Background: an optimization exercise with open tools, aiming at small area, a short achievable clock period and few clock cycles per item. Do not read the settings as production practice.
Only simulation tests tie the RTL to the original design; equivalence was not proved.

==> flow/design.v (outline; a module is shown in full before it is edited, if it fits) <==
// module hijri_date_from_day_number: 153 lines
// module hijri_est: 339 lines
// module hijri_z: 703 lines
module hijri_date_from_day_number (
  input  logic                clk,
  input  logic                rst,
  input  logic                cfg_valid,
  output logic                cfg_ready,
  input  logic [21:0]     epoch_day_number,
  input  logic                in_valid,
  output logic                in_stall,
  input  logic [21:0]     julian_day_number,
  output logic                out_valid,
  input  logic                out_stall,
  output logic [4:0]    hijri_day,
  output logic [3:0]  hijri_month,
  output logic [13:0]   hijri_year,
  output logic                leap_year_flag,
  output logic                status_code
);
  // ...
==> flow/run.sh <==
#!/bin/bash
# synth_recipe.tcl (not shown) runs the flow's synth.tcl, then flattens the netlist and writes it again
# the make line also repeats each setting of config.mk as NAME=value (left out here)
make -C /OpenROAD-flow-scripts/flow DESIGN_CONFIG=/design/flow/config.mk WORK_HOME=/design/flow/orfs CLKGATE_MAP_FILE= SYNTH_SCRIPT=/design/flow/synth_recipe.tcl finish
==> flow/config.mk <==
export PLATFORM = sky130hd
export DESIGN_NAME = hijri_date_from_day_number
export DESIGN_NICKNAME = hijri_date_from_day_number
export VERILOG_FILES = /design/flow/design.v
export SDC_FILE = /design/flow/constraint.sdc
export NUM_CORES = 4
export LEC_CHECK = 0
export CAP_MARGIN = 20
export CORE_MARGIN = 2
export CORE_UTILIZATION = 40
export SLEW_MARGIN = 20
==> flow/constraint.sdc <==
create_clock -name core_clock -period 7.5 [get_ports {clk}]
set_input_delay 1.5000 -clock core_clock [delete_from_list [all_inputs] [get_ports {clk}]]
set_output_delay 1.5000 -clock core_clock [all_outputs]
set_load 0.01 [all_outputs]
==> results.cfg, run 1 <==
[floorplanning]
initial_core_util = 0.406

[clocking]
cts_root_buf = clkbuf_16
cts_max_level = 4
cts_sinks = 127
clk_pin_slew_ns = 0.06
ctsHoldBuffers = 0

[routing]
detail-route-antenna-nets = 0
vias = 8995
drt-initial-drc-count = 361
firstDrtPassIters = 5

[final_layout]
multi_input_area_share = 0.554
area_share_nonclk_buffers = 0.0571
utilization = 0.463
drive_above_1_share = 0.0446
clock_cell_area_share = 0.0400
antennaDiodeCount = 0
layout_common_cells = inv_1, ha_1, fa_1
design.seq.count = 127
fin_nets = 1707
area_growth_pct = 14.3

[critical_path]
path_cells = inv_1 > fa_1 > inv_1 > fa_1 > ha_1 > fa_1 > or3_1 > mux2i_1 > a2111oi_2 > ha_1 > nand2b_1 > o221ai_1 > nand3_1 > a2111oi_4 > mux2i_2 > xnor2_2 > o22ai_1 > a22oi_1 > nand3_1
r2r-start = s2_q[1]
slowest_stage = a2111oi_2
cp_data_arrival_time_ns = 7.15
required_ns = 7.68
reg2reg_slack_ns = 0.53

[timing]
relSlewSlack = 0.441

[yosys]
yosysMostFrequentCell = inv_1
synthTopCellsByCount = inv_1, ha_1, fa_1, edfxtp_1, nor2_1
synth_xor_area_frac = 0.0541
ys_async_sr_fraction = 0

[placement]
placed_area_sq_um = 14000
io_buffers = 75

[global_routing]
met1_usage = 0.207
grt_overflow = 0
grt-busiest-layer = met2

[status]
outcome = no timing/DRC/antenna violations
Testbench counts, summed over its fixed seeds: cycles 16,032, items 16,000.
==> run 2, diff against run 1 <==
==> flow/design.v (replaced) <==
module hijri_date_from_day_number (
  input  logic                clk,
  input  logic                rst,
  input  logic                cfg_valid,
  output logic                cfg_ready,
  input  logic [21:0]     epoch_day_number,
  input  logic                in_valid,
  output logic                in_stall,
  input  logic [21:0]     julian_day_number,
  output logic                out_valid,
  input  logic                out_stall,
  output logic [4:0]    hijri_day,
  output logic [3:0]  hijri_month,
  output logic [13:0]   hijri_year,
  output logic                leap_year_flag,
  output logic                status_code
);
  localparam logic [21:0] EPOCH_RESET = 22'd1948440;
  function automatic logic is_leap(input int cyc);
    case (cyc)
      2, 5, 7, 10, 13, 16, 18, 21, 24, 26, 29: is_leap = 1'b1;
      default: is_leap = 1'b0;
    endcase
  endfunction
  logic adv;
  assign adv       = !(out_valid && out_stall);
  assign in_stall  = !adv;
  assign cfg_ready = 1'b1;
  logic [21:0] epoch;
  always_ff @(posedge clk) begin
    if (rst)            epoch <= EPOCH_RESET;
    else if (cfg_valid) epoch <= epoch_day_number;
  end
  logic [22:0] diff;
  assign diff = {1'b0, julian_day_number} - {1'b0, epoch};
  logic        s1_valid, s1_err;
  logic [21:0] s1_d;
  always_ff @(posedge clk) begin
    if (rst)      s1_valid <= 1'b0;
    else if (adv) s1_valid <= in_valid;
  end
  always_ff @(posedge clk) begin
    if (adv) begin
      s1_err <= diff[22];
      s1_d   <= diff[21:0];
    end
  end
  logic [13:0] qe;
  hijri_est u_est (.x(s1_d[21:8]), .q(qe));
  logic        s2_valid, s2_err;
  logic [9:0]  s2_d;
  logic [13:0] s2_q;
  always_ff @(posedge clk) begin
    if (rst)      s2_valid <= 1'b0;
    else if (adv) s2_valid <= s1_valid;
  end
  always_ff @(posedge clk) begin
    if (adv) begin
      s2_err <= s1_err;
      s2_d   <= s1_d[9:0];
      s2_q   <= qe;
    end
  end
  logic [9:0] zi, z2;
  logic       fix;
  logic [8:0] doy;
  hijri_z u_z (.d(s2_d), .q(s2_q), .zi(zi), .z2(z2));
  assign fix = !z2[9];
  assign doy = fix ? z2[8:0] : zi[8:0];
  function automatic logic [3:0] eac(input logic [3:0] a, input logic [3:0] b);
    logic [4:0] s;
    s = {1'b0, a} + {1'b0, b};
    eac = s[3:0] + {3'b000, s[4]};
  endfunction
  logic [3:0] m15;
  logic [2:0] lp;
  always_comb begin
    m15 = eac(eac(s2_q[3:0], s2_q[7:4]), eac(s2_q[11:8], {2'b00, s2_q[13:12]}));
    lp = '0;
    for (int k = 0; k < 30; k++)
      if ((k % 2) == int'(s2_q[0]) && ((k % 15) == int'(m15) || (k % 15 == 0 && m15 == 4'd15)))
        lp = {is_leap((k + 3) % 30), is_leap((k + 2) % 30), is_leap((k + 1) % 30)};
  end
  logic        s3_valid, s3_err, s3_fix;
  logic [8:0]  s3_doy;
  logic [13:0] s3_q;
  logic [2:0]  s3_lp;
  always_ff @(posedge clk) begin
    if (rst)      s3_valid <= 1'b0;
    else if (adv) s3_valid <= s2_valid;
  end
  always_ff @(posedge clk) begin
    if (adv) begin
      s3_err <= s2_err;
      s3_fix <= fix;
      s3_doy <= doy;
      s3_q   <= s2_q;
      s3_lp  <= lp;
    end
  end
  logic       leap_y, leap_n, ovf, hi;
  logic [2:0] m2;
  logic [5:0] r;
  always_comb begin
    leap_y = s3_fix ? s3_lp[1] : s3_lp[0];
    leap_n = s3_fix ? s3_lp[2] : s3_lp[1];
    ovf    = !leap_y && (s3_doy >= 9'd354);
    m2     = 3'(s3_doy >= 9'd59) + 3'(s3_doy >= 9'd118) + 3'(s3_doy >= 9'd177)
           + 3'(s3_doy >= 9'd236) + 3'(s3_doy >= 9'd295);
    r      = 6'(s3_doy) - 6'(m2 * 6'd59);
    hi     = (r >= 6'd30);
  end
  always_ff @(posedge clk) begin
    if (rst)      out_valid <= 1'b0;
    else if (adv) out_valid <= s3_valid;
  end
  always_ff @(posedge clk) begin
    if (adv) begin
      if (s3_err) begin
        hijri_day      <= '0;
        hijri_month    <= '0;
        hijri_year     <= '0;
        leap_year_flag <= 1'b0;
        status_code    <= 1'b1;
      end else begin
        hijri_day      <= ovf ? 5'd1 : (hi ? 5'(r - 6'd29) : 5'(r + 6'd1));
        hijri_month    <= ovf ? 4'd1 : {m2, 1'b0} + 4'(hi) + 4'd1;
        hijri_year     <= s3_q + 14'({s3_fix & ovf, s3_fix ^ ovf}) + 14'd1;
        leap_year_flag <= ovf ? leap_n : leap_y;
        status_code    <= 1'b0;
      end
    end
  end
endmodule
module hijri_est (x, q);
  input [13:0] x;
  output [13:0] q;
  wire en_1 = x[0] ^ x[1];
  wire en_2 = x[0] & x[1];
  wire en_3 = x[1] ^ x[2] ^ x[8];
  wire en_4 = (x[1] & x[2]) | (x[1] & x[8]) | (x[2] & x[8]);
  wire en_5 = x[2] ^ x[3] ^ x[9];
  wire en_6 = (x[2] & x[3]) | (x[2] & x[9]) | (x[3] & x[9]);
  wire en_7 = x[3] ^ x[4] ^ x[10];
  wire en_8 = (x[3] & x[4]) | (x[3] & x[10]) | (x[4] & x[10]);
  wire en_9 = x[4] ^ x[5] ^ x[11];
  wire en_10 = (x[4] & x[5]) | (x[4] & x[11]) | (x[5] & x[11]);
  wire en_11 = x[5] ^ x[6] ^ x[12];
  wire en_12 = (x[5] & x[6]) | (x[5] & x[12]) | (x[6] & x[12]);
  wire en_13 = x[6] ^ x[7] ^ x[13];
  wire en_14 = (x[6] & x[7]) | (x[6] & x[13]) | (x[7] & x[13]);
  wire en_15 = x[7] ^ x[8];
  wire en_16 = x[7] & x[8];
  wire en_17 = x[8] ^ x[9];
  wire en_18 = x[8] & x[9];
  wire en_19 = x[9] ^ x[10];
  wire en_20 = x[9] & x[10];
  wire en_21 = x[0] ^ x[7];
  wire en_22 = x[0] | x[7];
  wire en_23 = x[1] ^ x[8];
  wire en_24 = x[1] | x[8];
  wire en_25 = x[2] ^ x[9];
  wire en_26 = x[2] | x[9];
  wire en_27 = ~x[3];
  wire en_28 = x[0] ^ x[6] ^ en_27;
  wire en_29 = (x[0] & x[6]) | (x[0] & en_27) | (x[6] & en_27);
  wire en_30 = ~x[4];
  wire en_31 = en_1 ^ x[7] ^ en_30;
  wire en_32 = (en_1 & x[7]) | (en_1 & en_30) | (x[7] & en_30);
  wire en_33 = ~x[5];
  wire en_34 = en_2 ^ en_3 ^ en_33;
  wire en_35 = (en_2 & en_3) | (en_2 & en_33) | (en_3 & en_33);
  wire en_36 = ~x[6];
  wire en_37 = en_4 ^ en_5 ^ en_36;
  wire en_38 = (en_4 & en_5) | (en_4 & en_36) | (en_5 & en_36);
  wire en_39 = en_6 ^ en_7;
  wire en_40 = ~en_39;
  wire en_41 = en_6 | en_7;
  wire en_42 = en_8 ^ en_9;
  wire en_43 = ~en_42;
  wire en_44 = en_8 | en_9;
  wire en_45 = en_10 ^ en_11;
  wire en_46 = ~en_45;
  wire en_47 = en_10 | en_11;
  wire en_48 = en_12 ^ en_13;
  wire en_49 = ~en_48;
  wire en_50 = en_12 | en_13;
  wire en_51 = en_14 ^ en_15;
  wire en_52 = ~en_51;
  wire en_53 = en_14 | en_15;
  wire en_54 = en_16 ^ en_17;
  wire en_55 = ~en_54;
  wire en_56 = en_16 | en_17;
  wire en_57 = en_18 ^ en_19;
  wire en_58 = ~en_57;
  wire en_59 = en_18 | en_19;
  wire en_60 = en_20 ^ x[10];
  wire en_61 = en_20 & x[10];
  wire en_62 = x[11] ^ x[12];
  wire en_63 = x[11] & x[12];
  wire en_64 = x[12] ^ x[13];
  wire en_65 = x[12] & x[13];
  wire en_66 = en_21 ^ x[3];
  wire en_67 = en_21 & x[3];
  wire en_68 = ~en_22;
  wire en_69 = en_23 ^ x[4] ^ en_68;
  wire en_70 = (en_23 & x[4]) | (en_23 & en_68) | (x[4] & en_68);
  wire en_71 = ~en_24;
  wire en_72 = en_25 ^ x[5] ^ en_71;
  wire en_73 = (en_25 & x[5]) | (en_25 & en_71) | (x[5] & en_71);
  wire en_74 = ~en_28;
  wire en_75 = en_74 ^ en_26 ^ x[10];
  wire en_76 = (en_74 & en_26) | (en_74 & x[10]) | (en_26 & x[10]);
  wire en_77 = ~x[11];
  wire en_78 = en_29 ^ en_31 ^ en_77;
  wire en_79 = (en_29 & en_31) | (en_29 & en_77) | (en_31 & en_77);
  wire en_80 = ~x[12];
  wire en_81 = en_32 ^ en_34 ^ en_80;
  wire en_82 = (en_32 & en_34) | (en_32 & en_80) | (en_34 & en_80);
  wire en_83 = ~x[13];
  wire en_84 = en_35 ^ en_37 ^ en_83;
  wire en_85 = (en_35 & en_37) | (en_35 & en_83) | (en_37 & en_83);
  wire en_86 = ~x[7];
  wire en_87 = en_38 ^ en_40 ^ en_86;
  wire en_88 = (en_38 & en_40) | (en_38 & en_86) | (en_40 & en_86);
  wire en_89 = ~x[8];
  wire en_90 = en_41 ^ en_43 ^ en_89;
  wire en_91 = (en_41 & en_43) | (en_41 & en_89) | (en_43 & en_89);
  wire en_92 = ~x[9];
  wire en_93 = en_44 ^ en_46 ^ en_92;
  wire en_94 = (en_44 & en_46) | (en_44 & en_92) | (en_46 & en_92);
  wire en_95 = ~x[10];
  wire en_96 = en_47 ^ en_49 ^ en_95;
  wire en_97 = (en_47 & en_49) | (en_47 & en_95) | (en_49 & en_95);
  wire en_98 = ~x[11];
  wire en_99 = en_50 ^ en_52 ^ en_98;
  wire en_100 = (en_50 & en_52) | (en_50 & en_98) | (en_52 & en_98);
  wire en_101 = ~x[12];
  wire en_102 = en_53 ^ en_55 ^ en_101;
  wire en_103 = (en_53 & en_55) | (en_53 & en_101) | (en_55 & en_101);
  wire en_104 = ~x[13];
  wire en_105 = en_56 ^ en_58 ^ en_104;
  wire en_106 = (en_56 & en_58) | (en_56 & en_104) | (en_58 & en_104);
  wire en_107 = en_59 ^ en_60 ^ x[11];
  wire en_108 = (en_59 & en_60) | (en_59 & x[11]) | (en_60 & x[11]);
  wire en_109 = en_61 ^ en_62;
  wire en_110 = ~en_109;
  wire en_111 = en_61 | en_62;
  wire en_112 = en_63 ^ en_64;
  wire en_113 = ~en_112;
  wire en_114 = en_63 | en_64;
  wire en_115 = en_65 ^ x[13];
  wire en_116 = ~en_115;
  wire en_117 = en_65 | x[13];
  wire en_118 = ~x[3];
  wire en_119 = ~en_118;
  wire en_120 = ~x[4];
  wire en_121 = x[0] & en_120;
  wire en_122 = x[0] ^ x[4];
  wire en_123 = ~en_122;
  wire en_124 = ~x[5];
  wire en_125 = x[1] & en_124;
  wire en_126 = x[1] ^ x[5];
  wire en_127 = ~en_126;
  wire en_128 = ~x[6];
  wire en_129 = x[2] & en_128;
  wire en_130 = x[2] ^ x[6];
  wire en_131 = ~en_130;
  wire en_132 = ~en_66;
  wire en_133 = en_67 & en_69;
  wire en_134 = en_67 ^ en_69;
  wire en_135 = en_70 & en_72;
  wire en_136 = en_70 ^ en_72;
  wire en_137 = ~en_75;
  wire en_138 = en_73 & en_137;
  wire en_139 = en_73 ^ en_75;
  wire en_140 = ~en_139;
  wire en_141 = ~en_76;
  wire en_142 = en_141 & en_78;
  wire en_143 = en_76 ^ en_78;
  wire en_144 = ~en_143;
  wire en_145 = en_79 & en_81;
  wire en_146 = en_79 ^ en_81;
  wire en_147 = en_82 & en_84;
  wire en_148 = en_82 ^ en_84;
  wire en_149 = en_85 & en_87;
  wire en_150 = en_85 ^ en_87;
  wire en_151 = en_88 & en_90;
  wire en_152 = en_88 ^ en_90;
  wire en_153 = en_91 & en_93;
  wire en_154 = en_91 ^ en_93;
  wire en_155 = en_94 & en_96;
  wire en_156 = en_94 ^ en_96;
  wire en_157 = en_97 & en_99;
  wire en_158 = en_97 ^ en_99;
  wire en_159 = en_100 & en_102;
  wire en_160 = en_100 ^ en_102;
  wire en_161 = en_103 & en_105;
  wire en_162 = en_103 ^ en_105;
  wire en_163 = en_106 & en_107;
  wire en_164 = en_106 ^ en_107;
  wire en_165 = en_108 & en_110;
  wire en_166 = en_108 ^ en_110;
  wire en_167 = en_111 & en_113;
  wire en_168 = en_111 ^ en_113;
  wire en_169 = en_114 & en_116;
  wire en_170 = en_114 ^ en_116;
  wire en_171 = ~en_117;
  wire en_172 = en_123 & en_118;
  wire en_173 = en_121 | en_172;
  wire en_174 = en_123 & en_119;
  wire en_175 = en_131 & en_125;
  wire en_176 = en_129 | en_175;
  wire en_177 = en_131 & en_127;
  wire en_178 = en_134 & en_66;
  wire en_179 = en_133 | en_178;
  wire en_180 = en_134 & en_132;
  wire en_181 = en_140 & en_135;
  wire en_182 = en_138 | en_181;
  wire en_183 = en_140 & en_136;
  wire en_184 = en_146 & en_142;
  wire en_185 = en_145 | en_184;
  wire en_186 = en_146 & en_144;
  wire en_187 = en_150 & en_147;
  wire en_188 = en_149 | en_187;
  wire en_189 = en_150 & en_148;
  wire en_190 = en_154 & en_151;
  wire en_191 = en_153 | en_190;
  wire en_192 = en_154 & en_152;
  wire en_193 = en_158 & en_155;
  wire en_194 = en_157 | en_193;
  wire en_195 = en_158 & en_156;
  wire en_196 = en_162 & en_159;
  wire en_197 = en_161 | en_196;
  wire en_198 = en_162 & en_160;
  wire en_199 = en_166 & en_163;
  wire en_200 = en_165 | en_199;
  wire en_201 = en_166 & en_164;
  wire en_202 = en_170 & en_167;
  wire en_203 = en_169 | en_202;
  wire en_204 = en_170 & en_168;
  wire en_205 = en_127 & en_173;
  wire en_206 = en_125 | en_205;
  wire en_207 = en_127 & en_174;
  wire en_208 = en_177 & en_173;
  wire en_209 = en_176 | en_208;
  wire en_210 = en_177 & en_174;
  wire en_211 = en_136 & en_179;
  wire en_212 = en_135 | en_211;
  wire en_213 = en_136 & en_180;
  wire en_214 = en_183 & en_179;
  wire en_215 = en_182 | en_214;
  wire en_216 = en_183 & en_180;
  wire en_217 = en_148 & en_185;
  wire en_218 = en_147 | en_217;
  wire en_219 = en_148 & en_186;
  wire en_220 = en_189 & en_185;
  wire en_221 = en_188 | en_220;
  wire en_222 = en_189 & en_186;
  wire en_223 = en_156 & en_191;
  wire en_224 = en_155 | en_223;
  wire en_225 = en_156 & en_192;
  wire en_226 = en_195 & en_191;
  wire en_227 = en_194 | en_226;
  wire en_228 = en_195 & en_192;
  wire en_229 = en_164 & en_197;
  wire en_230 = en_163 | en_229;
  wire en_231 = en_164 & en_198;
  wire en_232 = en_201 & en_197;
  wire en_233 = en_200 | en_232;
  wire en_234 = en_201 & en_198;
  wire en_235 = en_171 & en_203;
  wire en_236 = en_117 | en_235;
  wire en_237 = en_171 & en_204;
  wire en_238 = en_132 & en_209;
  wire en_239 = en_66 | en_238;
  wire en_240 = en_132 & en_210;
  wire en_241 = en_180 & en_209;
  wire en_242 = en_179 | en_241;
  wire en_243 = en_180 & en_210;
  wire en_244 = en_213 & en_209;
  wire en_245 = en_212 | en_244;
  wire en_246 = en_213 & en_210;
  wire en_247 = en_216 & en_209;
  wire en_248 = en_215 | en_247;
  wire en_249 = en_216 & en_210;
  wire en_250 = en_152 & en_221;
  wire en_251 = en_151 | en_250;
  wire en_252 = en_152 & en_222;
  wire en_253 = en_192 & en_221;
  wire en_254 = en_191 | en_253;
  wire en_255 = en_192 & en_222;
  wire en_256 = en_225 & en_221;
  wire en_257 = en_224 | en_256;
  wire en_258 = en_225 & en_222;
  wire en_259 = en_228 & en_221;
  wire en_260 = en_227 | en_259;
  wire en_261 = en_228 & en_222;
  wire en_262 = en_168 & en_233;
  wire en_263 = en_167 | en_262;
  wire en_264 = en_168 & en_234;
  wire en_265 = en_204 & en_233;
  wire en_266 = en_203 | en_265;
  wire en_267 = en_204 & en_234;
  wire en_268 = en_237 & en_233;
  wire en_269 = en_236 | en_268;
  wire en_270 = en_237 & en_234;
  wire en_271 = en_144 & en_248;
  wire en_272 = en_142 | en_271;
  wire en_273 = en_144 & en_249;
  wire en_274 = en_186 & en_248;
  wire en_275 = en_185 | en_274;
  wire en_276 = en_186 & en_249;
  wire en_277 = en_219 & en_248;
  wire en_278 = en_218 | en_277;
  wire en_279 = en_219 & en_249;
  wire en_280 = en_222 & en_248;
  wire en_281 = en_221 | en_280;
  wire en_282 = en_222 & en_249;
  wire en_283 = en_252 & en_248;
  wire en_284 = en_251 | en_283;
  wire en_285 = en_252 & en_249;
  wire en_286 = en_255 & en_248;
  wire en_287 = en_254 | en_286;
  wire en_288 = en_255 & en_249;
  wire en_289 = en_258 & en_248;
  wire en_290 = en_257 | en_289;
  wire en_291 = en_258 & en_249;
  wire en_292 = en_261 & en_248;
  wire en_293 = en_260 | en_292;
  wire en_294 = en_261 & en_249;
  wire en_295 = en_160 & en_293;
  wire en_296 = en_159 | en_295;
  wire en_297 = en_160 & en_294;
  wire en_298 = en_198 & en_293;
  wire en_299 = en_197 | en_298;
  wire en_300 = en_198 & en_294;
  wire en_301 = en_231 & en_293;
  wire en_302 = en_230 | en_301;
  wire en_303 = en_231 & en_294;
  wire en_304 = en_234 & en_293;
  wire en_305 = en_233 | en_304;
  wire en_306 = en_234 & en_294;
  wire en_307 = en_264 & en_293;
  wire en_308 = en_263 | en_307;
  wire en_309 = en_264 & en_294;
  wire en_310 = en_267 & en_293;
  wire en_311 = en_266 | en_310;
  wire en_312 = en_267 & en_294;
  wire en_313 = en_270 & en_293;
  wire en_314 = en_269 | en_313;
  wire en_315 = en_270 & en_294;
  wire en_316 = en_123 ^ en_118;
  wire en_317 = en_127 ^ en_173;
  wire en_318 = en_131 ^ en_206;
  wire en_319 = en_132 ^ en_209;
  wire en_320 = en_134 ^ en_239;
  wire en_321 = en_136 ^ en_242;
  wire en_322 = en_140 ^ en_245;
  wire en_323 = en_144 ^ en_248;
  wire en_324 = en_146 ^ en_272;
  wire en_325 = en_148 ^ en_275;
  wire en_326 = en_150 ^ en_278;
  wire en_327 = en_152 ^ en_281;
  wire en_328 = en_154 ^ en_284;
  wire en_329 = en_156 ^ en_287;
  wire en_330 = en_158 ^ en_290;
  wire en_331 = en_160 ^ en_293;
  wire en_332 = en_162 ^ en_296;
  wire en_333 = en_164 ^ en_299;
  wire en_334 = en_166 ^ en_302;
  wire en_335 = en_168 ^ en_305;
  wire en_336 = en_170 ^ en_308;
  wire en_337 = en_171 ^ en_311;
  assign q = {en_337, en_336, en_335, en_334, en_333, en_332, en_331, en_330, en_329, en_328, en_327, en_326, en_325, en_324};
endmodule
module hijri_z (d, q, zi, z2);
  input [9:0] d;
  input [13:0] q;
  output [9:0] zi;
  output [9:0] z2;
  wire zn_1 = d[5] ^ q[12];
  wire zn_2 = d[5] & q[12];
  wire zn_3 = q[0] ^ q[1] ^ q[5];
  wire zn_4 = (q[0] & q[1]) | (q[0] & q[5]) | (q[1] & q[5]);
  wire zn_5 = d[6] ^ q[13];
  wire zn_6 = d[6] & q[13];
  wire zn_7 = q[1] ^ q[2] ^ q[6];
  wire zn_8 = (q[1] & q[2]) | (q[1] & q[6]) | (q[2] & q[6]);
  wire zn_9 = q[0] ^ q[2] ^ q[3];
  wire zn_10 = (q[0] & q[2]) | (q[0] & q[3]) | (q[2] & q[3]);
  wire zn_11 = d[8] ^ q[11];
  wire zn_12 = d[8] & q[11];
  wire zn_13 = q[1] ^ q[3] ^ q[4];
  wire zn_14 = (q[1] & q[3]) | (q[1] & q[4]) | (q[3] & q[4]);
  wire zn_15 = d[9] ^ q[12];
  wire zn_16 = d[9] & q[12];
  wire zn_17 = q[11] ^ q[9];
  wire zn_18 = q[11] & q[9];
  wire zn_19 = q[12] ^ q[10] ^ q[7];
  wire zn_20 = (q[12] & q[10]) | (q[12] & q[7]) | (q[10] & q[7]);
  wire zn_21 = ~q[3];
  wire zn_22 = q[1] ^ zn_21;
  wire zn_23 = q[1] & zn_21;
  wire zn_24 = q[13] ^ q[11] ^ q[8];
  wire zn_25 = (q[13] & q[11]) | (q[13] & q[8]) | (q[11] & q[8]);
  wire zn_26 = ~q[4];
  wire zn_27 = q[2] ^ zn_26;
  wire zn_28 = q[2] & zn_26;
  wire zn_29 = q[12] ^ q[9] ^ q[3];
  wire zn_30 = (q[12] & q[9]) | (q[12] & q[3]) | (q[9] & q[3]);
  wire zn_31 = q[13] ^ q[10];
  wire zn_32 = q[13] & q[10];
  wire zn_33 = q[11] ^ q[5];
  wire zn_34 = q[11] & q[5];
  wire zn_35 = q[12] ^ q[6];
  wire zn_36 = q[12] & q[6];
  wire zn_37 = q[13] ^ q[7];
  wire zn_38 = q[13] & q[7];
  wire zn_39 = q[11] ^ q[6] ^ q[2];
  wire zn_40 = (q[11] & q[6]) | (q[11] & q[2]) | (q[6] & q[2]);
  wire zn_41 = d[0] ^ q[12] ^ q[7];
  wire zn_42 = (d[0] & q[12]) | (d[0] & q[7]) | (q[12] & q[7]);
  wire zn_43 = ~q[1];
  wire zn_44 = q[3] ^ zn_43;
  wire zn_45 = q[3] & zn_43;
  wire zn_46 = d[1] ^ q[13] ^ q[8];
  wire zn_47 = (d[1] & q[13]) | (d[1] & q[8]) | (q[13] & q[8]);
  wire zn_48 = ~q[4];
  wire zn_49 = zn_48 ^ q[0] ^ q[2];
  wire zn_50 = (zn_48 & q[0]) | (zn_48 & q[2]) | (q[0] & q[2]);
  wire zn_51 = d[2] ^ q[9] ^ q[5];
  wire zn_52 = (d[2] & q[9]) | (d[2] & q[5]) | (q[9] & q[5]);
  wire zn_53 = q[1] ^ q[3];
  wire zn_54 = q[1] | q[3];
  wire zn_55 = d[3] ^ q[10] ^ q[6];
  wire zn_56 = (d[3] & q[10]) | (d[3] & q[6]) | (q[10] & q[6]);
  wire zn_57 = q[2] ^ q[4];
  wire zn_58 = q[2] | q[4];
  wire zn_59 = d[4] ^ q[11] ^ q[7];
  wire zn_60 = (d[4] & q[11]) | (d[4] & q[7]) | (q[11] & q[7]);
  wire zn_61 = q[3] ^ q[5];
  wire zn_62 = q[3] | q[5];
  wire zn_63 = q[0] ^ q[4] ^ q[6];
  wire zn_64 = (q[0] & q[4]) | (q[0] & q[6]) | (q[4] & q[6]);
  wire zn_65 = zn_1 ^ q[8];
  wire zn_66 = ~zn_65;
  wire zn_67 = zn_1 | q[8];
  wire zn_68 = zn_2 ^ zn_5 ^ q[9];
  wire zn_69 = (zn_2 & zn_5) | (zn_2 & q[9]) | (zn_5 & q[9]);
  wire zn_70 = zn_3 ^ q[7];
  wire zn_71 = zn_3 & q[7];
  wire zn_72 = zn_4 ^ zn_7 ^ q[8];
  wire zn_73 = (zn_4 & zn_7) | (zn_4 & q[8]) | (zn_7 & q[8]);
  wire zn_74 = zn_6 ^ d[7] ^ q[10];
  wire zn_75 = (zn_6 & d[7]) | (zn_6 & q[10]) | (d[7] & q[10]);
  wire zn_76 = zn_8 ^ zn_9 ^ q[7];
  wire zn_77 = (zn_8 & zn_9) | (zn_8 & q[7]) | (zn_9 & q[7]);
  wire zn_78 = ~zn_11;
  wire zn_79 = zn_78 ^ q[9];
  wire zn_80 = zn_78 & q[9];
  wire zn_81 = zn_10 ^ zn_13 ^ q[8];
  wire zn_82 = (zn_10 & zn_13) | (zn_10 & q[8]) | (zn_13 & q[8]);
  wire zn_83 = ~q[10];
  wire zn_84 = zn_12 ^ zn_15 ^ zn_83;
  wire zn_85 = (zn_12 & zn_15) | (zn_12 & zn_83) | (zn_15 & zn_83);
  wire zn_86 = q[10] ^ q[8];
  wire zn_87 = q[10] & q[8];
  wire zn_88 = zn_17 ^ q[6] ^ q[0];
  wire zn_89 = (zn_17 & q[6]) | (zn_17 & q[0]) | (q[6] & q[0]);
  wire zn_90 = zn_18 ^ zn_19 ^ zn_22;
  wire zn_91 = (zn_18 & zn_19) | (zn_18 & zn_22) | (zn_19 & zn_22);
  wire zn_92 = zn_20 ^ zn_23 ^ zn_24;
  wire zn_93 = (zn_20 & zn_23) | (zn_20 & zn_24) | (zn_23 & zn_24);
  wire zn_94 = zn_25 ^ zn_28 ^ zn_29;
  wire zn_95 = (zn_25 & zn_28) | (zn_25 & zn_29) | (zn_28 & zn_29);
  wire zn_96 = zn_30 ^ zn_31 ^ q[4];
  wire zn_97 = (zn_30 & zn_31) | (zn_30 & q[4]) | (zn_31 & q[4]);
  wire zn_98 = zn_32 ^ zn_33 ^ q[0];
  wire zn_99 = (zn_32 & zn_33) | (zn_32 & q[0]) | (zn_33 & q[0]);
  wire zn_100 = zn_34 ^ zn_35 ^ q[1];
  wire zn_101 = (zn_34 & zn_35) | (zn_34 & q[1]) | (zn_35 & q[1]);
  wire zn_102 = zn_36 ^ zn_37 ^ q[2];
  wire zn_103 = (zn_36 & zn_37) | (zn_36 & q[2]) | (zn_37 & q[2]);
  wire zn_104 = zn_38 ^ q[8] ^ q[3];
  wire zn_105 = (zn_38 & q[8]) | (zn_38 & q[3]) | (q[8] & q[3]);
  wire zn_106 = q[9] ^ q[4] ^ q[0];
  wire zn_107 = (q[9] & q[4]) | (q[9] & q[0]) | (q[4] & q[0]);
  wire zn_108 = q[10] ^ q[5] ^ q[1];
  wire zn_109 = (q[10] & q[5]) | (q[10] & q[1]) | (q[5] & q[1]);
  wire zn_110 = q[13] ^ q[0];
  wire zn_111 = q[13] & q[0];
  wire zn_112 = zn_40 ^ zn_41 ^ zn_44;
  wire zn_113 = (zn_40 & zn_41) | (zn_40 & zn_44) | (zn_41 & zn_44);
  wire zn_114 = zn_42 ^ zn_45 ^ zn_46;
  wire zn_115 = (zn_42 & zn_45) | (zn_42 & zn_46) | (zn_45 & zn_46);
  wire zn_116 = zn_47 ^ zn_51 ^ zn_53;
  wire zn_117 = (zn_47 & zn_51) | (zn_47 & zn_53) | (zn_51 & zn_53);
  wire zn_118 = zn_52 ^ zn_55 ^ zn_57;
  wire zn_119 = (zn_52 & zn_55) | (zn_52 & zn_57) | (zn_55 & zn_57);
  wire zn_120 = zn_56 ^ zn_59 ^ zn_61;
  wire zn_121 = (zn_56 & zn_59) | (zn_56 & zn_61) | (zn_59 & zn_61);
  wire zn_122 = ~zn_62;
  wire zn_123 = zn_60 ^ zn_66 ^ zn_122;
  wire zn_124 = (zn_60 & zn_66) | (zn_60 & zn_122) | (zn_66 & zn_122);
  wire zn_125 = ~zn_64;
  wire zn_126 = zn_67 ^ zn_68 ^ zn_125;
  wire zn_127 = (zn_67 & zn_68) | (zn_67 & zn_125) | (zn_68 & zn_125);
  wire zn_128 = ~zn_71;
  wire zn_129 = zn_69 ^ zn_74 ^ zn_128;
  wire zn_130 = (zn_69 & zn_74) | (zn_69 & zn_128) | (zn_74 & zn_128);
  wire zn_131 = zn_73 ^ zn_76 ^ zn_79;
  wire zn_132 = (zn_73 & zn_76) | (zn_73 & zn_79) | (zn_76 & zn_79);
  wire zn_133 = zn_77 ^ zn_80 ^ zn_81;
  wire zn_134 = (zn_77 & zn_80) | (zn_77 & zn_81) | (zn_80 & zn_81);
  wire zn_135 = zn_86 ^ q[5];
  wire zn_136 = zn_86 & q[5];
  wire zn_137 = ~q[2];
  wire zn_138 = zn_87 ^ zn_88 ^ zn_137;
  wire zn_139 = (zn_87 & zn_88) | (zn_87 & zn_137) | (zn_88 & zn_137);
  wire zn_140 = zn_89 ^ zn_90;
  wire zn_141 = ~zn_140;
  wire zn_142 = zn_89 | zn_90;
  wire zn_143 = zn_91 ^ zn_92 ^ zn_27;
  wire zn_144 = (zn_91 & zn_92) | (zn_91 & zn_27) | (zn_92 & zn_27);
  wire zn_145 = ~q[5];
  wire zn_146 = zn_93 ^ zn_94 ^ zn_145;
  wire zn_147 = (zn_93 & zn_94) | (zn_93 & zn_145) | (zn_94 & zn_145);
  wire zn_148 = ~q[6];
  wire zn_149 = zn_95 ^ zn_96 ^ zn_148;
  wire zn_150 = (zn_95 & zn_96) | (zn_95 & zn_148) | (zn_96 & zn_148);
  wire zn_151 = ~q[7];
  wire zn_152 = zn_97 ^ zn_98 ^ zn_151;
  wire zn_153 = (zn_97 & zn_98) | (zn_97 & zn_151) | (zn_98 & zn_151);
  wire zn_154 = ~q[8];
  wire zn_155 = zn_99 ^ zn_100 ^ zn_154;
  wire zn_156 = (zn_99 & zn_100) | (zn_99 & zn_154) | (zn_100 & zn_154);
  wire zn_157 = ~q[9];
  wire zn_158 = zn_101 ^ zn_102 ^ zn_157;
  wire zn_159 = (zn_101 & zn_102) | (zn_101 & zn_157) | (zn_102 & zn_157);
  wire zn_160 = ~q[10];
  wire zn_161 = zn_103 ^ zn_104 ^ zn_160;
  wire zn_162 = (zn_103 & zn_104) | (zn_103 & zn_160) | (zn_104 & zn_160);
  wire zn_163 = ~q[11];
  wire zn_164 = zn_105 ^ zn_106 ^ zn_163;
  wire zn_165 = (zn_105 & zn_106) | (zn_105 & zn_163) | (zn_106 & zn_163);
  wire zn_166 = ~q[12];
  wire zn_167 = zn_107 ^ zn_108 ^ zn_166;
  wire zn_168 = (zn_107 & zn_108) | (zn_107 & zn_166) | (zn_108 & zn_166);
  wire zn_169 = ~zn_110;
  wire zn_170 = zn_109 ^ zn_39 ^ zn_169;
  wire zn_171 = (zn_109 & zn_39) | (zn_109 & zn_169) | (zn_39 & zn_169);
  wire zn_172 = ~zn_112;
  wire zn_173 = zn_172 ^ zn_111;
  wire zn_174 = zn_172 & zn_111;
  wire zn_175 = ~zn_49;
  wire zn_176 = zn_113 ^ zn_114 ^ zn_175;
  wire zn_177 = (zn_113 & zn_114) | (zn_113 & zn_175) | (zn_114 & zn_175);
  wire zn_178 = ~zn_50;
  wire zn_179 = zn_115 ^ zn_116 ^ zn_178;
  wire zn_180 = (zn_115 & zn_116) | (zn_115 & zn_178) | (zn_116 & zn_178);
  wire zn_181 = ~zn_54;
  wire zn_182 = zn_117 ^ zn_118 ^ zn_181;
  wire zn_183 = (zn_117 & zn_118) | (zn_117 & zn_181) | (zn_118 & zn_181);
  wire zn_184 = ~zn_58;
  wire zn_185 = zn_119 ^ zn_120 ^ zn_184;
  wire zn_186 = (zn_119 & zn_120) | (zn_119 & zn_184) | (zn_120 & zn_184);
  wire zn_187 = ~zn_63;
  wire zn_188 = zn_121 ^ zn_123 ^ zn_187;
  wire zn_189 = (zn_121 & zn_123) | (zn_121 & zn_187) | (zn_123 & zn_187);
  wire zn_190 = ~zn_70;
  wire zn_191 = zn_124 ^ zn_126 ^ zn_190;
  wire zn_192 = (zn_124 & zn_126) | (zn_124 & zn_190) | (zn_126 & zn_190);
  wire zn_193 = ~zn_72;
  wire zn_194 = zn_127 ^ zn_129 ^ zn_193;
  wire zn_195 = (zn_127 & zn_129) | (zn_127 & zn_193) | (zn_129 & zn_193);
  wire zn_196 = ~zn_131;
  wire zn_197 = zn_130 ^ zn_75 ^ zn_196;
  wire zn_198 = (zn_130 & zn_75) | (zn_130 & zn_196) | (zn_75 & zn_196);
  wire zn_199 = ~zn_84;
  wire zn_200 = zn_199 ^ zn_132 ^ zn_133;
  wire zn_201 = (zn_199 & zn_132) | (zn_199 & zn_133) | (zn_132 & zn_133);
  wire zn_202 = ~q[1];
  wire zn_203 = zn_135 & zn_202;
  wire zn_204 = zn_135 ^ q[1];
  wire zn_205 = ~zn_204;
  wire zn_206 = zn_136 & zn_138;
  wire zn_207 = zn_136 ^ zn_138;
  wire zn_208 = zn_139 & zn_141;
  wire zn_209 = zn_139 ^ zn_141;
  wire zn_210 = zn_142 & zn_143;
  wire zn_211 = zn_142 ^ zn_143;
  wire zn_212 = zn_144 & zn_146;
  wire zn_213 = zn_144 ^ zn_146;
  wire zn_214 = zn_147 & zn_149;
  wire zn_215 = zn_147 ^ zn_149;
  wire zn_216 = zn_150 & zn_152;
  wire zn_217 = zn_150 ^ zn_152;
  wire zn_218 = zn_153 & zn_155;
  wire zn_219 = zn_153 ^ zn_155;
  wire zn_220 = zn_156 & zn_158;
  wire zn_221 = zn_156 ^ zn_158;
  wire zn_222 = zn_159 & zn_161;
  wire zn_223 = zn_159 ^ zn_161;
  wire zn_224 = zn_162 & zn_164;
  wire zn_225 = zn_162 ^ zn_164;
  wire zn_226 = zn_165 & zn_167;
  wire zn_227 = zn_165 ^ zn_167;
  wire zn_228 = zn_168 & zn_170;
  wire zn_229 = zn_168 ^ zn_170;
  wire zn_230 = ~zn_173;
  wire zn_231 = zn_171 & zn_230;
  wire zn_232 = zn_171 ^ zn_173;
  wire zn_233 = ~zn_232;
  wire zn_234 = ~zn_174;
  wire zn_235 = zn_234 & zn_176;
  wire zn_236 = zn_174 ^ zn_176;
  wire zn_237 = ~zn_236;
  wire zn_238 = zn_177 & zn_179;
  wire zn_239 = zn_177 ^ zn_179;
  wire zn_240 = zn_180 & zn_182;
  wire zn_241 = zn_180 ^ zn_182;
  wire zn_242 = zn_183 & zn_185;
  wire zn_243 = zn_183 ^ zn_185;
  wire zn_244 = zn_186 & zn_188;
  wire zn_245 = zn_186 ^ zn_188;
  wire zn_246 = zn_189 & zn_191;
  wire zn_247 = zn_189 ^ zn_191;
  wire zn_248 = zn_192 & zn_194;
  wire zn_249 = zn_192 ^ zn_194;
  wire zn_250 = zn_195 & zn_197;
  wire zn_251 = zn_195 ^ zn_197;
  wire zn_252 = ~zn_200;
  wire zn_253 = zn_198 & zn_252;
  wire zn_254 = zn_198 ^ zn_200;
  wire zn_255 = ~zn_254;
  wire zn_256 = zn_207 & zn_203;
  wire zn_257 = zn_206 | zn_256;
  wire zn_258 = zn_207 & zn_205;
  wire zn_259 = zn_211 & zn_208;
  wire zn_260 = zn_210 | zn_259;
  wire zn_261 = zn_211 & zn_209;
  wire zn_262 = zn_215 & zn_212;
  wire zn_263 = zn_214 | zn_262;
  wire zn_264 = zn_215 & zn_213;
  wire zn_265 = zn_219 & zn_216;
  wire zn_266 = zn_218 | zn_265;
  wire zn_267 = zn_219 & zn_217;
  wire zn_268 = zn_223 & zn_220;
  wire zn_269 = zn_222 | zn_268;
  wire zn_270 = zn_223 & zn_221;
  wire zn_271 = zn_227 & zn_224;
  wire zn_272 = zn_226 | zn_271;
  wire zn_273 = zn_227 & zn_225;
  wire zn_274 = zn_233 & zn_228;
  wire zn_275 = zn_231 | zn_274;
  wire zn_276 = zn_233 & zn_229;
  wire zn_277 = zn_239 & zn_235;
  wire zn_278 = zn_238 | zn_277;
  wire zn_279 = zn_239 & zn_237;
  wire zn_280 = zn_243 & zn_240;
  wire zn_281 = zn_242 | zn_280;
  wire zn_282 = zn_243 & zn_241;
  wire zn_283 = zn_247 & zn_244;
  wire zn_284 = zn_246 | zn_283;
  wire zn_285 = zn_247 & zn_245;
  wire zn_286 = zn_251 & zn_248;
  wire zn_287 = zn_250 | zn_286;
  wire zn_288 = zn_251 & zn_249;
  wire zn_289 = zn_209 & zn_257;
  wire zn_290 = zn_208 | zn_289;
  wire zn_291 = zn_209 & zn_258;
  wire zn_292 = zn_261 & zn_257;
  wire zn_293 = zn_260 | zn_292;
  wire zn_294 = zn_261 & zn_258;
  wire zn_295 = zn_217 & zn_263;
  wire zn_296 = zn_216 | zn_295;
  wire zn_297 = zn_217 & zn_264;
  wire zn_298 = zn_267 & zn_263;
  wire zn_299 = zn_266 | zn_298;
  wire zn_300 = zn_267 & zn_264;
  wire zn_301 = zn_225 & zn_269;
  wire zn_302 = zn_224 | zn_301;
  wire zn_303 = zn_225 & zn_270;
  wire zn_304 = zn_273 & zn_269;
  wire zn_305 = zn_272 | zn_304;
  wire zn_306 = zn_273 & zn_270;
  wire zn_307 = zn_237 & zn_275;
  wire zn_308 = zn_235 | zn_307;
  wire zn_309 = zn_237 & zn_276;
  wire zn_310 = zn_279 & zn_275;
  wire zn_311 = zn_278 | zn_310;
  wire zn_312 = zn_279 & zn_276;
  wire zn_313 = zn_245 & zn_281;
  wire zn_314 = zn_244 | zn_313;
  wire zn_315 = zn_245 & zn_282;
  wire zn_316 = zn_285 & zn_281;
  wire zn_317 = zn_284 | zn_316;
  wire zn_318 = zn_285 & zn_282;
  wire zn_319 = zn_255 & zn_287;
  wire zn_320 = zn_253 | zn_319;
  wire zn_321 = zn_255 & zn_288;
  wire zn_322 = zn_213 & zn_293;
  wire zn_323 = zn_212 | zn_322;
  wire zn_324 = zn_213 & zn_294;
  wire zn_325 = zn_264 & zn_293;
  wire zn_326 = zn_263 | zn_325;
  wire zn_327 = zn_264 & zn_294;
  wire zn_328 = zn_297 & zn_293;
  wire zn_329 = zn_296 | zn_328;
  wire zn_330 = zn_297 & zn_294;
  wire zn_331 = zn_300 & zn_293;
  wire zn_332 = zn_299 | zn_331;
  wire zn_333 = zn_300 & zn_294;
  wire zn_334 = zn_229 & zn_305;
  wire zn_335 = zn_228 | zn_334;
  wire zn_336 = zn_229 & zn_306;
  wire zn_337 = zn_276 & zn_305;
  wire zn_338 = zn_275 | zn_337;
  wire zn_339 = zn_276 & zn_306;
  wire zn_340 = zn_309 & zn_305;
  wire zn_341 = zn_308 | zn_340;
  wire zn_342 = zn_309 & zn_306;
  wire zn_343 = zn_312 & zn_305;
  wire zn_344 = zn_311 | zn_343;
  wire zn_345 = zn_312 & zn_306;
  wire zn_346 = zn_249 & zn_317;
  wire zn_347 = zn_248 | zn_346;
  wire zn_348 = zn_249 & zn_318;
  wire zn_349 = zn_288 & zn_317;
  wire zn_350 = zn_287 | zn_349;
  wire zn_351 = zn_288 & zn_318;
  wire zn_352 = zn_321 & zn_317;
  wire zn_353 = zn_320 | zn_352;
  wire zn_354 = zn_321 & zn_318;
  wire zn_355 = zn_221 & zn_332;
  wire zn_356 = zn_220 | zn_355;
  wire zn_357 = zn_221 & zn_333;
  wire zn_358 = zn_270 & zn_332;
  wire zn_359 = zn_269 | zn_358;
  wire zn_360 = zn_270 & zn_333;
  wire zn_361 = zn_303 & zn_332;
  wire zn_362 = zn_302 | zn_361;
  wire zn_363 = zn_303 & zn_333;
  wire zn_364 = zn_306 & zn_332;
  wire zn_365 = zn_305 | zn_364;
  wire zn_366 = zn_306 & zn_333;
  wire zn_367 = zn_336 & zn_332;
  wire zn_368 = zn_335 | zn_367;
  wire zn_369 = zn_336 & zn_333;
  wire zn_370 = zn_339 & zn_332;
  wire zn_371 = zn_338 | zn_370;
  wire zn_372 = zn_339 & zn_333;
  wire zn_373 = zn_342 & zn_332;
  wire zn_374 = zn_341 | zn_373;
  wire zn_375 = zn_342 & zn_333;
  wire zn_376 = zn_345 & zn_332;
  wire zn_377 = zn_344 | zn_376;
  wire zn_378 = zn_345 & zn_333;
  wire zn_379 = zn_241 & zn_377;
  wire zn_380 = zn_240 | zn_379;
  wire zn_381 = zn_241 & zn_378;
  wire zn_382 = zn_282 & zn_377;
  wire zn_383 = zn_281 | zn_382;
  wire zn_384 = zn_282 & zn_378;
  wire zn_385 = zn_315 & zn_377;
  wire zn_386 = zn_314 | zn_385;
  wire zn_387 = zn_315 & zn_378;
  wire zn_388 = zn_318 & zn_377;
  wire zn_389 = zn_317 | zn_388;
  wire zn_390 = zn_318 & zn_378;
  wire zn_391 = zn_348 & zn_377;
  wire zn_392 = zn_347 | zn_391;
  wire zn_393 = zn_348 & zn_378;
  wire zn_394 = zn_351 & zn_377;
  wire zn_395 = zn_350 | zn_394;
  wire zn_396 = zn_351 & zn_378;
  wire zn_397 = zn_354 & zn_377;
  wire zn_398 = zn_353 | zn_397;
  wire zn_399 = zn_354 & zn_378;
  wire zn_400 = zn_207 ^ zn_203;
  wire zn_401 = zn_209 ^ zn_257;
  wire zn_402 = zn_211 ^ zn_290;
  wire zn_403 = zn_213 ^ zn_293;
  wire zn_404 = zn_215 ^ zn_323;
  wire zn_405 = zn_217 ^ zn_326;
  wire zn_406 = zn_219 ^ zn_329;
  wire zn_407 = zn_221 ^ zn_332;
  wire zn_408 = zn_223 ^ zn_356;
  wire zn_409 = zn_225 ^ zn_359;
  wire zn_410 = zn_227 ^ zn_362;
  wire zn_411 = zn_229 ^ zn_365;
  wire zn_412 = zn_233 ^ zn_368;
  wire zn_413 = zn_237 ^ zn_371;
  wire zn_414 = zn_239 ^ zn_374;
  wire zn_415 = zn_241 ^ zn_377;
  wire zn_416 = zn_243 ^ zn_380;
  wire zn_417 = zn_245 ^ zn_383;
  wire zn_418 = zn_247 ^ zn_386;
  wire zn_419 = zn_249 ^ zn_389;
  wire zn_420 = zn_251 ^ zn_392;
  wire zn_421 = zn_255 ^ zn_395;
  wire zn_422 = zn_136 ^ zn_138;
  wire zn_423 = zn_136 & zn_138;
  wire zn_424 = zn_139 ^ zn_141;
  wire zn_425 = zn_139 & zn_141;
  wire zn_426 = zn_142 ^ zn_143;
  wire zn_427 = zn_142 & zn_143;
  wire zn_428 = zn_144 ^ zn_146;
  wire zn_429 = zn_144 & zn_146;
  wire zn_430 = zn_147 ^ zn_149;
  wire zn_431 = zn_147 & zn_149;
  wire zn_432 = zn_150 ^ zn_152;
  wire zn_433 = ~zn_432;
  wire zn_434 = zn_150 | zn_152;
  wire zn_435 = zn_153 ^ zn_155;
  wire zn_436 = zn_153 & zn_155;
  wire zn_437 = zn_156 ^ zn_158;
  wire zn_438 = zn_156 & zn_158;
  wire zn_439 = zn_159 ^ zn_161;
  wire zn_440 = zn_159 & zn_161;
  wire zn_441 = zn_162 ^ zn_164;
  wire zn_442 = ~zn_441;
  wire zn_443 = zn_162 | zn_164;
  wire zn_444 = zn_165 ^ zn_167;
  wire zn_445 = zn_165 & zn_167;
  wire zn_446 = zn_168 ^ zn_170;
  wire zn_447 = ~zn_446;
  wire zn_448 = zn_168 | zn_170;
  wire zn_449 = ~zn_171;
  wire zn_450 = zn_449 ^ zn_173;
  wire zn_451 = zn_449 & zn_173;
  wire zn_452 = ~zn_174;
  wire zn_453 = zn_176 ^ zn_452;
  wire zn_454 = zn_176 & zn_452;
  wire zn_455 = zn_177 ^ zn_179;
  wire zn_456 = ~zn_455;
  wire zn_457 = zn_177 | zn_179;
  wire zn_458 = zn_180 ^ zn_182;
  wire zn_459 = ~zn_458;
  wire zn_460 = zn_180 | zn_182;
  wire zn_461 = zn_183 ^ zn_185;
  wire zn_462 = ~zn_461;
  wire zn_463 = zn_183 | zn_185;
  wire zn_464 = zn_186 ^ zn_188;
  wire zn_465 = zn_186 & zn_188;
  wire zn_466 = zn_189 ^ zn_191;
  wire zn_467 = zn_189 & zn_191;
  wire zn_468 = zn_192 ^ zn_194;
  wire zn_469 = ~zn_468;
  wire zn_470 = zn_192 | zn_194;
  wire zn_471 = zn_195 ^ zn_197;
  wire zn_472 = zn_195 & zn_197;
  wire zn_473 = ~zn_198;
  wire zn_474 = zn_473 ^ zn_200;
  wire zn_475 = zn_473 & zn_200;
  wire zn_476 = ~q[1];
  wire zn_477 = zn_135 & zn_476;
  wire zn_478 = zn_135 ^ q[1];
  wire zn_479 = ~zn_478;
  wire zn_480 = ~zn_422;
  wire zn_481 = zn_423 & zn_424;
  wire zn_482 = zn_423 ^ zn_424;
  wire zn_483 = zn_425 & zn_426;
  wire zn_484 = zn_425 ^ zn_426;
  wire zn_485 = zn_427 & zn_428;
  wire zn_486 = zn_427 ^ zn_428;
  wire zn_487 = zn_429 & zn_430;
  wire zn_488 = zn_429 ^ zn_430;
  wire zn_489 = zn_431 & zn_433;
  wire zn_490 = zn_431 ^ zn_433;
  wire zn_491 = zn_434 & zn_435;
  wire zn_492 = zn_434 ^ zn_435;
  wire zn_493 = zn_436 & zn_437;
  wire zn_494 = zn_436 ^ zn_437;
  wire zn_495 = zn_438 & zn_439;
  wire zn_496 = zn_438 ^ zn_439;
  wire zn_497 = zn_440 & zn_442;
  wire zn_498 = zn_440 ^ zn_442;
  wire zn_499 = zn_443 & zn_444;
  wire zn_500 = zn_443 ^ zn_444;
  wire zn_501 = zn_445 & zn_447;
  wire zn_502 = zn_445 ^ zn_447;
  wire zn_503 = ~zn_450;
  wire zn_504 = zn_448 & zn_503;
  wire zn_505 = zn_448 ^ zn_450;
  wire zn_506 = ~zn_505;
  wire zn_507 = ~zn_451;
  wire zn_508 = zn_507 & zn_453;
  wire zn_509 = zn_451 ^ zn_453;
  wire zn_510 = ~zn_509;
  wire zn_511 = zn_454 & zn_456;
  wire zn_512 = zn_454 ^ zn_456;
  wire zn_513 = zn_457 & zn_459;
  wire zn_514 = zn_457 ^ zn_459;
  wire zn_515 = zn_460 & zn_462;
  wire zn_516 = zn_460 ^ zn_462;
  wire zn_517 = zn_463 & zn_464;
  wire zn_518 = zn_463 ^ zn_464;
  wire zn_519 = zn_465 & zn_466;
  wire zn_520 = zn_465 ^ zn_466;
  wire zn_521 = zn_467 & zn_469;
  wire zn_522 = zn_467 ^ zn_469;
  wire zn_523 = zn_470 & zn_471;
  wire zn_524 = zn_470 ^ zn_471;
  wire zn_525 = ~zn_474;
  wire zn_526 = zn_472 & zn_525;
  wire zn_527 = zn_472 ^ zn_474;
  wire zn_528 = ~zn_527;
  wire zn_529 = zn_480 & zn_477;
  wire zn_530 = zn_422 | zn_529;
  wire zn_531 = zn_480 & zn_479;
  wire zn_532 = zn_484 & zn_481;
  wire zn_533 = zn_483 | zn_532;
  wire zn_534 = zn_484 & zn_482;
  wire zn_535 = zn_488 & zn_485;
  wire zn_536 = zn_487 | zn_535;
  wire zn_537 = zn_488 & zn_486;
  wire zn_538 = zn_492 & zn_489;
  wire zn_539 = zn_491 | zn_538;
  wire zn_540 = zn_492 & zn_490;
  wire zn_541 = zn_496 & zn_493;
  wire zn_542 = zn_495 | zn_541;
  wire zn_543 = zn_496 & zn_494;
  wire zn_544 = zn_500 & zn_497;
  wire zn_545 = zn_499 | zn_544;
  wire zn_546 = zn_500 & zn_498;
  wire zn_547 = zn_506 & zn_501;
  wire zn_548 = zn_504 | zn_547;
  wire zn_549 = zn_506 & zn_502;
  wire zn_550 = zn_512 & zn_508;
  wire zn_551 = zn_511 | zn_550;
  wire zn_552 = zn_512 & zn_510;
  wire zn_553 = zn_516 & zn_513;
  wire zn_554 = zn_515 | zn_553;
  wire zn_555 = zn_516 & zn_514;
  wire zn_556 = zn_520 & zn_517;
  wire zn_557 = zn_519 | zn_556;
  wire zn_558 = zn_520 & zn_518;
  wire zn_559 = zn_524 & zn_521;
  wire zn_560 = zn_523 | zn_559;
  wire zn_561 = zn_524 & zn_522;
  wire zn_562 = zn_482 & zn_530;
  wire zn_563 = zn_481 | zn_562;
  wire zn_564 = zn_482 & zn_531;
  wire zn_565 = zn_534 & zn_530;
  wire zn_566 = zn_533 | zn_565;
  wire zn_567 = zn_534 & zn_531;
  wire zn_568 = zn_490 & zn_536;
  wire zn_569 = zn_489 | zn_568;
  wire zn_570 = zn_490 & zn_537;
  wire zn_571 = zn_540 & zn_536;
  wire zn_572 = zn_539 | zn_571;
  wire zn_573 = zn_540 & zn_537;
  wire zn_574 = zn_498 & zn_542;
  wire zn_575 = zn_497 | zn_574;
  wire zn_576 = zn_498 & zn_543;
  wire zn_577 = zn_546 & zn_542;
  wire zn_578 = zn_545 | zn_577;
  wire zn_579 = zn_546 & zn_543;
  wire zn_580 = zn_510 & zn_548;
  wire zn_581 = zn_508 | zn_580;
  wire zn_582 = zn_510 & zn_549;
  wire zn_583 = zn_552 & zn_548;
  wire zn_584 = zn_551 | zn_583;
  wire zn_585 = zn_552 & zn_549;
  wire zn_586 = zn_518 & zn_554;
  wire zn_587 = zn_517 | zn_586;
  wire zn_588 = zn_518 & zn_555;
  wire zn_589 = zn_558 & zn_554;
  wire zn_590 = zn_557 | zn_589;
  wire zn_591 = zn_558 & zn_555;
  wire zn_592 = zn_528 & zn_560;
  wire zn_593 = zn_526 | zn_592;
  wire zn_594 = zn_528 & zn_561;
  wire zn_595 = zn_486 & zn_566;
  wire zn_596 = zn_485 | zn_595;
  wire zn_597 = zn_486 & zn_567;
  wire zn_598 = zn_537 & zn_566;
  wire zn_599 = zn_536 | zn_598;
  wire zn_600 = zn_537 & zn_567;
  wire zn_601 = zn_570 & zn_566;
  wire zn_602 = zn_569 | zn_601;
  wire zn_603 = zn_570 & zn_567;
  wire zn_604 = zn_573 & zn_566;
  wire zn_605 = zn_572 | zn_604;
  wire zn_606 = zn_573 & zn_567;
  wire zn_607 = zn_502 & zn_578;
  wire zn_608 = zn_501 | zn_607;
  wire zn_609 = zn_502 & zn_579;
  wire zn_610 = zn_549 & zn_578;
  wire zn_611 = zn_548 | zn_610;
  wire zn_612 = zn_549 & zn_579;
  wire zn_613 = zn_582 & zn_578;
  wire zn_614 = zn_581 | zn_613;
  wire zn_615 = zn_582 & zn_579;
  wire zn_616 = zn_585 & zn_578;
  wire zn_617 = zn_584 | zn_616;
  wire zn_618 = zn_585 & zn_579;
  wire zn_619 = zn_522 & zn_590;
  wire zn_620 = zn_521 | zn_619;
  wire zn_621 = zn_522 & zn_591;
  wire zn_622 = zn_561 & zn_590;
  wire zn_623 = zn_560 | zn_622;
  wire zn_624 = zn_561 & zn_591;
  wire zn_625 = zn_594 & zn_590;
  wire zn_626 = zn_593 | zn_625;
  wire zn_627 = zn_594 & zn_591;
  wire zn_628 = zn_494 & zn_605;
  wire zn_629 = zn_493 | zn_628;
  wire zn_630 = zn_494 & zn_606;
  wire zn_631 = zn_543 & zn_605;
  wire zn_632 = zn_542 | zn_631;
  wire zn_633 = zn_543 & zn_606;
  wire zn_634 = zn_576 & zn_605;
  wire zn_635 = zn_575 | zn_634;
  wire zn_636 = zn_576 & zn_606;
  wire zn_637 = zn_579 & zn_605;
  wire zn_638 = zn_578 | zn_637;
  wire zn_639 = zn_579 & zn_606;
  wire zn_640 = zn_609 & zn_605;
  wire zn_641 = zn_608 | zn_640;
  wire zn_642 = zn_609 & zn_606;
  wire zn_643 = zn_612 & zn_605;
  wire zn_644 = zn_611 | zn_643;
  wire zn_645 = zn_612 & zn_606;
  wire zn_646 = zn_615 & zn_605;
  wire zn_647 = zn_614 | zn_646;
  wire zn_648 = zn_615 & zn_606;
  wire zn_649 = zn_618 & zn_605;
  wire zn_650 = zn_617 | zn_649;
  wire zn_651 = zn_618 & zn_606;
  wire zn_652 = zn_514 & zn_650;
  wire zn_653 = zn_513 | zn_652;
  wire zn_654 = zn_514 & zn_651;
  wire zn_655 = zn_555 & zn_650;
  wire zn_656 = zn_554 | zn_655;
  wire zn_657 = zn_555 & zn_651;
  wire zn_658 = zn_588 & zn_650;
  wire zn_659 = zn_587 | zn_658;
  wire zn_660 = zn_588 & zn_651;
  wire zn_661 = zn_591 & zn_650;
  wire zn_662 = zn_590 | zn_661;
  wire zn_663 = zn_591 & zn_651;
  wire zn_664 = zn_621 & zn_650;
  wire zn_665 = zn_620 | zn_664;
  wire zn_666 = zn_621 & zn_651;
  wire zn_667 = zn_624 & zn_650;
  wire zn_668 = zn_623 | zn_667;
  wire zn_669 = zn_624 & zn_651;
  wire zn_670 = zn_627 & zn_650;
  wire zn_671 = zn_626 | zn_670;
  wire zn_672 = zn_627 & zn_651;
  wire zn_673 = zn_480 ^ zn_477;
  wire zn_674 = zn_482 ^ zn_530;
  wire zn_675 = zn_484 ^ zn_563;
  wire zn_676 = zn_486 ^ zn_566;
  wire zn_677 = zn_488 ^ zn_596;
  wire zn_678 = zn_490 ^ zn_599;
  wire zn_679 = zn_492 ^ zn_602;
  wire zn_680 = zn_494 ^ zn_605;
  wire zn_681 = zn_496 ^ zn_629;
  wire zn_682 = zn_498 ^ zn_632;
  wire zn_683 = zn_500 ^ zn_635;
  wire zn_684 = zn_502 ^ zn_638;
  wire zn_685 = zn_506 ^ zn_641;
  wire zn_686 = zn_510 ^ zn_644;
  wire zn_687 = zn_512 ^ zn_647;
  wire zn_688 = zn_514 ^ zn_650;
  wire zn_689 = zn_516 ^ zn_653;
  wire zn_690 = zn_518 ^ zn_656;
  wire zn_691 = zn_520 ^ zn_659;
  wire zn_692 = zn_522 ^ zn_662;
  wire zn_693 = zn_524 ^ zn_665;
  wire zn_694 = zn_528 ^ zn_668;
  assign zi = {zn_421, zn_420, zn_419, zn_418, zn_417, zn_416, zn_415, zn_414, zn_413, zn_412};
  assign z2 = {zn_694, zn_693, zn_692, zn_691, zn_690, zn_689, zn_688, zn_687, zn_686, zn_685};
endmodule
==> results.cfg, run 2 <==
[status]
outcome = no timing/DRC/antenna violations

[critical_path]
critPathLaunchType = register
cp_max_fo = 7
cp_data_arrival_time_ns = 5.76
crit_type = reg2reg
slowest_stage = o31ai_1
required_ns = 7.66
crit_path_end_kind = register
crit_family = adder cells
slowest_delay_ns = 0.69
path_cells = a311o_1 > a211o_1 > nand2_1 > fa_1 > fa_1 > inv_1 > ha_1 > inv_1 > fa_1 > ha_1 > xnor2_1 > nand2_1 > o31ai_1 > ha_1 > a21oi_1 > nor2_1 > xnor2_1 > nor2_1
cp_num_buf_inv = 2

[floorplanning]
die_y_um = 175
die_area_sq_um = 30700
fp.dieW_um = 175
core_area_sq_um = 28800
ioPinCount = 77
initial_core_util = 0.407
core.rowCount = 62

[placement]
hpwlAfterDp_mm = 17.8
place_congestion = 0.823
io_buffers = 75

[timing]
finClkSkew_ns = 0.0126
tightest_slew_ns = 0.850
tns_ns = 0
relSlewSlack = 0.433
report.final.slew_viol_count = 0
finalSetupViolations = 0
finalCritPeriodShare = 0.747
fin_crit_ns = 5.60
hold_viol = 0
rsz0062_at_grt = false
fmax_ghz = 0.179

[final_layout]
layout_common_cells = inv_1, ha_1, fa_1, edfxtp_1, nor2_1
top_regs = epoch: 22 flops, s1_d: 22 flops
utilization = 0.469
layout_commonest_cell = inv_1
fin_nets = 1524
antennaDiodeCount = 0
area_growth_pct = 15.2
drive_above_1_share = 0.0433

[routing]
firstDrtPassIters = 4
drc_errors = 0
wire_per_inst_um = 13.4
detail-route-antenna-nets = 0
vias = 7586
drt-initial-drc-count = 282
drt-total-wl_mm = 21.5
vias_per_cell = 4.72

[clocking]
ctsHoldBuffers = 0
cts_setup_buffers = 0
cts_root_buf = clkbuf_16
cts_resized = 0
clk_pin_slew_ns = 0.06
cts_sinks = 127
cts_tree = yes
clock_latency_ns = 0.42
clk_path_buf_depth = 2
cts_buffers = 17
cts_max_level = 4

[yosys]
ys_seq_area_frac = 0.303
synth_ff_type = edfxtp_1
synth_warnings = 1
synth-seq-cells = 127
ys_async_sr_fraction = 0
synth_cells = 1124
synth_fp_nets = 1438
netlist_area_sq_um = 11700
synth-edff-count = 101
synthTopCellsByCount = inv_1, ha_1, edfxtp_1, fa_1, nor2_1
ys_types = 65
synth_area_per_cell_sq_um = 10.4
yosysMostFrequentCell = inv_1
yosysTopAreaCell = edfxtp_1
synth_top_area_frac = 0.259
synthTopCellsByArea = edfxtp_1, ha_1, fa_1

[hold_path]
hold_path_class = reg2reg

[flow_run]
maxCapViolations = 0

[global_routing]
grt_pass1_vias = 7738
grt_use_total = 0.149
grt_max_degree = 68
grt_overflow = 0
grt_pass1_wl_mm = 36.7
antenna_found_initial = 0
==> run 2: cell count changes after synthesis, sizes merged, moves of 10 or more <==
cell / before / now
clkbuf: 22 / 8
o21ai: 41 / 30
nand3: 31 / 13
xnor2: 48 / 58
inv: 271 / 224
fa: 116 / 101
a21oi: 68 / 50
==> run 2: cell type report <==
class / count / area (sq um)
inverter: 224 / 841
timing repair buffer: 77 / 766
tap: 384 / 480
sequential: 127 / 3550
clock buffer: 19 / 443
multi-input combinational: 763 / 7300
clock inverter: 13 / 128
fill: 2688 / 15300
==> run 2: worst reg2reg max path: cells and delay by family, from the launching register on <==
family	cells	cell delay, ns
flip-flops	1	0.50
XOR/XNOR	2	0.43
AO/OA/AOI/OAI	4	1.47
AND/OR/NAND/NOR	4	0.29
adder cells (fa/ha/maj)	6	2.50
buffers and inverters	2	0.16
==> run 2: logic make-up (layout without fill, tap and decap cells) <==
| kind of cell | after synthesis | in the layout | share of synthesized area |
|---|---|---|---|
| AND/OR/NAND/NOR | 225 | 225 | 0.0926 |
| adder cells (fa/ha/maj) | 265 | 265 | 0.347 |
| multiplexers | 20 | 20 | 0.0171 |
| AO/OA/AOI/OAI | 164 | 164 | 0.0955 |
| XOR/XNOR | 88 | 88 | 0.0689 |
| flip-flops | 127 | 127 | 0.303 |
| other | 1 | 1 | 0.000320 |
| buffers and inverters | 234 | 333 | 0.0752 |
==> run 2: metrics by stage <==
step,worst slack (ns),cells,instance area (sq um),hold slack (ns)
4_1_cts,1.93,1607,13500,0.419
6_report,1.90,1607,13500,0.418
2_1_floorplan,1.79,1124,11700,0.400
3_3_place_gp,1.96,1575,12900,0.402
3_5_place_dp,1.95,1575,12900,0.405
5_1_grt,1.57,1607,13500,0.424
==> run 2: path summary, 6_finish.rpt <==
kind	depth (start not counted)	start	endpoint	slack (ns)
worst max-delay path	18	s3_doy[3]	hijri_day[3]	1.90
worst min-delay path	0	s1_d[3]	s2_d[3]	0.42
worst max register to register	18	s3_doy[3]	hijri_day[3]	1.90
worst min register to register	0	s1_d[3]	s2_d[3]	0.42
==> run 2: routing by layer <==
metal  wire [um]  GRT usage  vias up  part of all wire
met1        9930      0.184     3527              0.46
met5           0          0        -                 0
met3         608     0.0255       26             0.028
met2       10600      0.267      116              0.49
met4         376     0.0431        0             0.017
li1            -          -     3917                 -
Testbench counts of run 2, summed over its fixed seeds: cycles 16,032, items 16,000.

## port drivers added, routing unchanged
Ports are ideal in the flow. The routed layouts listed here were re-timed in OpenROAD.
Step 1, drivers: a clkbuf_16 drives clk and a buf_2 each remaining input, both assumed.
Step 2 also shifts input and output timing later by t, the mid clock arrival at the registers, as if the neighbouring blocks saw the same clock.
Three values: ideal, step 1, step 2; two values: the first two.
run	shift t [ns]	slack for setup (ns)	latest minus earliest clock arrival (ns)
run 1	0.482	0.529 / 0.529 / 0.529	0.014 / 0.014
run 2	0.465	1.900 / 1.900 / 1.900	0.013 / 0.013
After both steps setup and hold are still met in every run listed.
